Source: an optimization exercise on an open RTL-to-GDS flow (aim: small area and a short achievable clock period). Production flows keep margins and buffers that such runs may drop.
Only simulation tests tie the RTL to the original design; equivalence was not proved.
No activity file was given, so power comes from the tool's default toggle rates.

// fb_slot_scheduler
module fb_slot_scheduler (
    input  logic        aclk,
    input  logic        reset_i,
    output logic [7:0]  m_slot_tdata,
    output logic        m_slot_tvalid,
    input  logic        m_slot_tready,
    input  logic [7:0]  s_done_tdata,
    input  logic        s_done_tvalid,
    output logic        s_done_tready,
    input  logic [31:0] s_nack_tdata,
    input  logic        s_nack_tvalid,
    output logic        s_nack_tready,
    output logic [31:0] m_event_tdata,
    output logic        m_event_tvalid,
    input  logic        m_event_tready,
    input  logic [15:0] s_ack_tdata,
    input  logic        s_ack_tvalid,
    output logic        s_ack_tready,
    output logic        allow_o,
    output logic [8:0]  allow_count_o,
    output logic        err_o
);
==> flow/config.mk <==
export PLATFORM = sky130hd
export DESIGN_NAME = fb_slot_scheduler
export DESIGN_NICKNAME = fb_slot_scheduler
export VERILOG_FILES = /design/flow/design.v
export SDC_FILE = /design/flow/constraint.sdc
export NUM_CORES = 4
export LEC_CHECK = 0
export CAP_MARGIN = 20
export CORE_MARGIN = 2
export CORE_UTILIZATION = 45
export PLACE_DENSITY = 0.6
export SETUP_SLACK_MARGIN = 3.6
export SLEW_MARGIN = 20
==> flow/constraint.sdc <==
create_clock -name core_clock -period 7.0 [get_ports {aclk}]
set_input_delay 1.4000 -clock core_clock [delete_from_list [all_inputs] [get_ports {aclk}]]
set_output_delay 1.4000 -clock core_clock [all_outputs]
set_load 0.01 [all_outputs]
run.sh (not shown) runs the stock make flow with config.mk's settings and CLKGATE_MAP_FILE= SYNTH_SCRIPT=/design/flow/synth_recipe.tcl, a recipe that flattens the netlist after the stock synthesis.
The baseline finished clean.
Change:
- CORE_UTILIZATION: 45 -> 55
- CTS_BUF_LIST: not set -> sky130_fd_sc_hd__clkbuf_8
- CTS_CLUSTER_DIAMETER: not set -> 60
- CTS_CLUSTER_SIZE: not set -> 16
- PLACE_DENSITY: 0.6 -> 0.7
- The new run ran to the end with no violations
- final cell count went down by 8.4%
- routed wire length goes down by 6.6%
- clock power is lower by 43%
- global-route usage is higher by 3.6 points
- first-iteration DRC count went up by 6.6%
- count of clock-buffer cells in the layout is lower by 112
- power came out lower by 15%

* * *

run E:
fb_slot_scheduler, a different RTL version from the one above (not shown whole).
Size: ~5000 cells after synthesis, ~2400 flip-flops.
export LEC_CHECK = 0
export CAP_MARGIN = 20
export CORE_MARGIN = 2
export CORE_UTILIZATION = 55
export CTS_BUF_LIST = sky130_fd_sc_hd__clkbuf_8
export CTS_CLUSTER_DIAMETER = 50
export CTS_CLUSTER_SIZE = 12
export PLACE_DENSITY = 0.7
export SETUP_SLACK_MARGIN = 3.6
export SLEW_MARGIN = 20
create_clock -name core_clock -period 7.0 [get_ports {aclk}]
Run E completed; timing, DRC and antenna clean
### run E -> run C
diff --git a/flow/config.mk b/flow/config.mk
--- a/flow/config.mk
+++ b/flow/config.mk
@@ -10,7 +10,7 @@
 export CORE_UTILIZATION = 55
 export CTS_BUF_LIST = sky130_fd_sc_hd__clkbuf_8
-export CTS_CLUSTER_DIAMETER = 50
-export CTS_CLUSTER_SIZE = 12
+export CTS_CLUSTER_DIAMETER = 60
+export CTS_CLUSTER_SIZE = 16
 export PLACE_DENSITY = 0.7
-export SETUP_SLACK_MARGIN = 3.6
+export SETUP_SLACK_MARGIN = 3.85
 export SLEW_MARGIN = 20
Notes after the runs:
- Worst endpoint data arrival time: run C > run E
- Of run E and run C, the higher via total after detailed routing belongs to run C.
- Wire: run C routes more than run E
- Fraction of final layout cells sized beyond drive strength 1 in run C is 2.8 points above run E.
- Between run E and run C, the final cell count figures differ only marginally.

* * *

The RTL this note starts from:
==> flow/design.v <==
module fb_slot_scheduler (
    input  logic        aclk,
    input  logic        reset_i,
    output logic [7:0]  m_slot_tdata,
    output logic        m_slot_tvalid,
    input  logic        m_slot_tready,
    input  logic [7:0]  s_done_tdata,
    input  logic        s_done_tvalid,
    output logic        s_done_tready,
    input  logic [31:0] s_nack_tdata,
    input  logic        s_nack_tvalid,
    output logic        s_nack_tready,
    output logic [31:0] m_event_tdata,
    output logic        m_event_tvalid,
    input  logic        m_event_tready,
    input  logic [15:0] s_ack_tdata,
    input  logic        s_ack_tvalid,
    output logic        s_ack_tready,
    output logic        allow_o,
    output logic [8:0]  allow_count_o,
    output logic        err_o
);
    function automatic logic [255:0] dec8(input logic [7:0] x, input logic en);
        logic [15:0] lo, hi;
        lo = 16'd1 << x[3:0];
        hi = en ? (16'd1 << x[7:4]) : 16'd0;
        for (int i = 0; i < 256; i++) dec8[i] = hi[i / 16] & lo[i % 16];
    endfunction
    logic [7:0]   fifo_mem [256];
    logic [7:0]   head_q, rdn_q, rdn2_q, wr_q;
    logic [7:0]   rde_q, rdo_q, lw_addr_q, lw_data_q;
    logic         lw_v_q, nb_q, rr_q;
    logic [7:0]   lw2_addr_q, lw2_data_q;
    logic         lw2_v_q;
    logic [8:0]   count_q;
    logic         run_q, vld_q, full_q;
    logic [255:0] busy_q;
    logic         pop, ack_fire, ack_pre, ack_busy, ack_ok, push;
    logic [7:0]   ack_slot, wdata, rdata;
    logic [255:0] asel, hsel;
    logic         cnt0, cnt1, cnt255, cnt_ge2;
    logic [8:0]   count_d;
    logic [7:0]   wr_inc;
    logic         ev_free;
    assign ack_slot = s_ack_tdata[7:0];
    assign pop      = vld_q && m_slot_tready;
    assign ack_fire = run_q && s_ack_tvalid;
    assign ack_pre  = ack_fire && (s_ack_tdata[11:8] == 4'h0);
    logic       clr_v_q;
    logic [7:0] clr_slot_q;
    assign asel     = dec8(clr_slot_q, clr_v_q);
    assign ack_busy = busy_q[ack_slot] && !(clr_v_q && clr_slot_q == ack_slot);
    assign ack_ok   = ack_pre && ack_busy;
    assign push     = run_q ? ack_ok : !full_q;
    assign wdata    = run_q ? ack_slot : wr_q;
    assign cnt0    = (count_q == 9'd0);
    assign cnt1    = (count_q == 9'd1);
    assign cnt255  = (count_q == 9'd255);
    assign cnt_ge2 = (count_q[8:1] != 8'd0);
    assign wr_inc  = wr_q + 8'd1;
    logic [8:0] inc_t, dec_t, cnt_push, cnt_nopush;
    always_comb begin
        for (int i = 0; i < 9; i++) begin
            inc_t[i] = 1'b1;
            dec_t[i] = 1'b1;
            for (int j = 0; j < i; j++) begin
                inc_t[i] = inc_t[i] & count_q[j];
                dec_t[i] = dec_t[i] & !count_q[j];
            end
        end
    end
    assign cnt_push   = count_q ^ (inc_t & {9{!pop}});
    assign cnt_nopush = count_q ^ (dec_t & {9{pop}});
    assign count_d    = ({9{push}} & cnt_push) | ({9{!push}} & cnt_nopush);
    assign m_slot_tvalid = vld_q;
    assign m_slot_tdata  = head_q;
    assign s_ack_tready  = run_q;
    assign allow_count_o = count_q;
    assign ev_free       = !m_event_tvalid || m_event_tready;
    assign s_nack_tready = nb_q || (rr_q && m_event_tready);
    assign s_done_tready = s_nack_tready && !s_nack_tvalid;
    assign hsel = dec8(head_q, pop);
    always_ff @(posedge aclk) begin
        if (lw_v_q) fifo_mem[lw_addr_q] <= lw_data_q;
    end
    always_ff @(posedge aclk) begin
        rde_q     <= fifo_mem[{rdn2_q[7:1], 1'b0}];
        rdo_q     <= fifo_mem[{rdn_q[7:1], 1'b1}];
        lw_v_q    <= !full_q;
        lw_addr_q <= wr_q;
        lw_data_q <= wdata;
        lw2_v_q    <= lw_v_q;
        lw2_addr_q <= lw_addr_q;
        lw2_data_q <= lw_data_q;
    end
    assign rdata = (lw_v_q && lw_addr_q == rdn_q)   ? lw_data_q  :
                   (lw2_v_q && lw2_addr_q == rdn_q) ? lw2_data_q :
                   (rdn_q[0] ? rdo_q : rde_q);
    always_ff @(posedge aclk) begin
        if (pop)       head_q <= cnt1 ? wdata : rdata;
        else if (cnt0) head_q <= wdata;
    end
    always_ff @(posedge aclk) begin
        for (int i = 0; i < 256; i++)
            busy_q[i] <= run_q && (hsel[i] || (busy_q[i] && !asel[i]));
    end
    always_ff @(posedge aclk) begin
        clr_v_q    <= ack_ok;
        clr_slot_q <= ack_slot;
    end
    always_ff @(posedge aclk or posedge reset_i) begin
        if (reset_i) begin
            run_q   <= 1'b0;
            vld_q   <= 1'b0;
            full_q  <= 1'b0;
            rdn_q   <= 8'd1;
            rdn2_q  <= 8'd2;
            wr_q    <= 8'd0;
            count_q <= 9'd0;
            allow_o <= 1'b0;
            err_o   <= 1'b0;
        end else begin
            if (!run_q && full_q) run_q <= 1'b1;
            vld_q   <= (run_q || full_q) && (cnt_ge2 || (cnt1 && (push || !pop)) || (cnt0 && push));
            full_q  <= (full_q && (push || !pop)) || (cnt255 && push && !pop);
            if (push) wr_q  <= wr_inc;
            if (pop)  rdn_q <= rdn2_q;
            if (pop)  rdn2_q <= rdn2_q + 8'd1;
            count_q <= count_d;
            allow_o <= ack_fire && s_ack_tdata[15];
            if (ack_fire && !ack_ok) err_o <= 1'b1;
        end
    end
    logic [7:0] ev_slot_q;
    logic       evv_d;
    assign evv_d = ev_free ? (run_q && (s_nack_tvalid || s_done_tvalid)) : m_event_tvalid;
    always_ff @(posedge aclk or posedge reset_i) begin
        if (reset_i) begin
            m_event_tvalid <= 1'b0;
            nb_q           <= 1'b0;
            rr_q           <= 1'b0;
        end else begin
            m_event_tvalid <= evv_d;
            nb_q           <= (run_q || full_q) && !evv_d;
            rr_q           <= run_q || full_q;
        end
    end
    always_ff @(posedge aclk) begin
        if (ev_free) ev_slot_q <= s_nack_tvalid ? s_nack_tdata[7:0] : s_done_tdata[7:0];
    end
    assign m_event_tdata = {12'b0, ev_slot_q, 12'b0};
endmodule
Settings: LEC_CHECK=0, CAP_MARGIN=20, CORE_MARGIN=2, CORE_UTILIZATION=65, CTS_BUF_LIST=sky130_fd_sc_hd__clkbuf_8, CTS_CLUSTER_DIAMETER=60, CTS_CLUSTER_SIZE=16, PLACE_DENSITY=0.78, SETUP_SLACK_MARGIN=3.85, SLEW_MARGIN=20; clock period 7.0 ns.
The starting point completed without violations.
Next try:
CORE_UTILIZATION = 55   (was 65)
PLACE_DENSITY = 0.7   (was 0.78)
Hold slack gets better by 0.013 ns; clock power rose by about 2%; synthesized area stays the same; global-route usage shrinks by 4.8 points.
Next try:
SETUP_SLACK_MARGIN = 3.6   (was 3.85)
=> Total power drops by 1.9%; cell area goes down by about 0.9%; routed wire length went down by 3.2%; area after synthesis does not change.

-- afterwards: timing with drivers on the ports --
In the flow no input, the clock included, has a driving cell. The finished layouts below were timed again as built, in two steps.
Step 1, drivers: a clkbuf_16 drives aclk and a buf_2 each remaining input, both assumed.
Step 2 adds t to the input delays and takes it off the output delays; t is the mean of the earliest and latest rising clock arrival at the registers after step 1. Input paths then give back, and output paths get back, about the clock's delay inside the block.
Slacks: no drivers / after step 1 / after step 2; pairs: no drivers / after step 1.
run | t, ns | setup slack, ns | worst setup path after step 2 | latest minus earliest clock arrival (ns)
the first run of note 1 | 0.941 | 3.564 / 3.368 / 2.427 | input to register | 0.056 / 0.056
the second run of note 1 | 1.040 | 3.467 / 3.497 / 2.457 | input to register | 0.064 / 0.065
run E | 1.045 | 3.425 / 3.477 / 2.432 | input to register | 0.102 / 0.102
run C | 1.051 | 3.528 / 3.323 / 2.272 | input to register | 0.073 / 0.073
the first run of note 3 | 1.017 | 3.712 / 3.677 / 2.666 | input to register | 0.064 / 0.064
the second run of note 3 | 1.034 | 3.705 / 3.668 / 2.751 | input to register | 0.069 / 0.069
the third run of note 3 | 1.042 | 3.600 / 3.631 / 2.608 | input to register | 0.090 / 0.090
After both steps setup and hold are still met in every run listed. The setup slack of run C, which loses most, moves by -0.205 ns with the drivers and by -1.256 ns with both steps.
